Source: an optimization exercise on an open RTL-to-GDS flow (aim: small area, a short achievable clock period and few clock cycles per item). Production flows keep margins and buffers that such runs may drop. The RTL was checked by simulation tests, not by an equivalence proof against the original design.

Setup of MS:
// macc_control_top
module macc_control_top (
  input logic clk,
  input logic rst_n,
  input logic mac_begin,
  input logic acc_begin,
  input macc_pkg::len_t conv_len,
  input macc_pkg::filt_t filter_num,
  input macc_pkg::data_t weight_in,
  input macc_pkg::data_t ifmap_in,
  input macc_pkg::data_t external_psum,
  input macc_pkg::acc_t internal_psum,
  output logic mul_enable,
  output logic acc_enable,
  output macc_pkg::len_t cnt_a,
  output macc_pkg::filt_t cnt_b,
  output macc_pkg::acc_t accum_out,
  output logic psum_store,
  output logic mac_finish,
  output logic acc_finish
);
clock: 7.0 ns
lec_check: 0
cap_margin: 20
core_margin: 2
core_utilization: 40
cts_buf_list: sky130_fd_sc_hd__clkbuf_4
setup_slack_margin: 4.3
slew_margin: 20
synth_hierarchical: 1
synth_minimum_keep_size: 0
standard.sh (not shown) runs the stock make flow with config.mk's settings and CLKGATE_MAP_FILE= SYNTH_SCRIPT=/design/flow/synth_recipe.tcl, a recipe that flattens the netlist after the stock synthesis.
==> flow/flow/run.sh <==
#!/bin/bash
# standard layout, with the port buffers made from the smallest plain buffer
set -euo pipefail
export BUFFER_PORTS_ARGS="-buffer_cell sky130_fd_sc_hd__buf_1"
bash standard.sh > standard_flow.log 2>&1
MS | status: complete | timing, DRC, antenna: pass
Testbench counts of MS, summed over its fixed seeds: cycles 24,347, items 22,427.
## Diff of input files: AL against MS
Settings: CTS_BUF_LIST removed (was sky130_fd_sc_hd__clkbuf_4); SETUP_SLACK_MARGIN changed from 4.3 to 4.0.
## What came out
AL: full flow OK, the timing, design-rule and antenna checks passed
AL vs. MS: maximum frequency climbed 4.7%; number of non-clock inverters in the layout held steady; final cell count went down 108.
When AL is set beside MS, its number of setup buffers added after CTS turns out to be 99 smaller.
Delta (AL minus MS): TritonCTS buffer count now smaller, via count now sits lower.
u_mac.c_q[18]$_DFF_P_ as the timing endpoint of the critical path was reported by MS, and u_mac.s_q[13]$_DFF_P_ by AL.
Looking at detailed placer's ending HPWL across both flows, AL is the stronger of the two, with MS trailing.
When AL is measured against MS, its placement-stage cell area turns out about 0.5% lower.

macc_control_top, a different RTL version from the one above (not shown whole).
Size: roughly 210 flip-flops, ~150 I/O pins.
## macc_control_top
module macc_control_top (
  input logic clk,
  input logic rst_n,
  input logic mac_begin,
  input logic acc_begin,
  input macc_pkg::len_t conv_len,
  input macc_pkg::filt_t filter_num,
  input macc_pkg::data_t weight_in,
  input macc_pkg::data_t ifmap_in,
  input macc_pkg::data_t external_psum,
  input macc_pkg::acc_t internal_psum,
  output logic mul_enable,
  output logic acc_enable,
  output macc_pkg::len_t cnt_a,
  output macc_pkg::filt_t cnt_b,
  output macc_pkg::acc_t accum_out,
  output logic psum_store,
  output logic mac_finish,
  output logic acc_finish
);
Settings: LEC_CHECK=0, CAP_MARGIN=20, CORE_MARGIN=2, CORE_UTILIZATION=40, SETUP_SLACK_MARGIN=3.5, SLEW_MARGIN=20; clock period 7.0 ns.
Scripts as last shown in full above: flow/flow/run.sh
Testbench counts at the start, summed over its fixed seeds: cycles 24,347, items 22,427.
Change:
==> flow/run.sh (new file) <==
#!/bin/bash
# synth_recipe.tcl (not shown) runs the flow's synth.tcl, then flattens the netlist and writes it again
# the make line also repeats each setting of config.mk as NAME=value (left out here)
make -C /OpenROAD-flow-scripts/flow DESIGN_CONFIG=/design/flow/config.mk WORK_HOME=/design/flow/orfs CLKGATE_MAP_FILE= SYNTH_SCRIPT=/design/flow/synth_recipe.tcl finish
SETUP_SLACK_MARGIN = 4.0   (was 3.5)
removed: flow/flow/run.sh
removed: flow/standard.sh
Effect: The new run produced a clean layout. Wire length went up by 13%. Worst hold slack is about the same. Cell count rose by 5.4%.
Change:
CTS_BUF_LIST = sky130_fd_sc_hd__clkbuf_4   (was not set)
SETUP_SLACK_MARGIN = 3.5   (was 4.0)
Wire length falls by roughly a tenth.
Global-route usage went down by 1.2 points.
First-iteration DRC count drops by a quarter to a third.
Non-clock buffer count fell by 106.
Change:
CTS_BUF_LIST = not set   (was sky130_fd_sc_hd__clkbuf_4)
After rerunning:
- cell area came out higher slightly
- critical path depth came out lower by 1
- via count fell slightly
- worst setup slack loses 29 ps

## static timing again, ports no longer ideal
The flow's constraints put no driver on any port. The routed layouts listed below were extracted and timed again, unchanged, in two steps. Step 1 assumes that a clkbuf_16 drives the clock port and a buf_2 every other input. Step 2 moves the port delays by t, midway between the first and last clock arrival at a register: inputs arrive t later, outputs are due t later. That takes back most of the time a late clock gives input paths. Slacks: ideal / step 1 / step 2; pairs: ideal / step 1.
run | t (ns) | setup slack, ns | hold slack, ns | worst register clock-pin slew, ns
MS | 0.805 | 3.978 / 3.978 / 3.918 | 0.329 / 0.329 / 0.329 | 0.07 / 0.07
AL | 0.594 | 4.114 / 4.114 / 3.805 | 0.324 / 0.324 / 0.324 | 0.06 / 0.06
the first run of note 2 | 0.579 | 3.568 / 3.568 / 3.568 | 0.324 / 0.324 / 0.324 | 0.07 / 0.07
the second run of note 2 | 0.597 | 3.734 / 3.734 / 3.688 | 0.325 / 0.325 / 0.325 | 0.06 / 0.06
the third run of note 2 | 0.772 | 3.629 / 3.629 / 3.629 | 0.331 / 0.331 / 0.331 | 0.08 / 0.08
the fourth run of note 2 | 0.591 | 3.600 / 3.600 / 3.600 | 0.328 / 0.328 / 0.328 | 0.06 / 0.06
After both steps every run listed still meets setup and hold. The setup slack of AL, which loses most, moves by 0.000 ns with the drivers and by -0.309 ns with both steps.
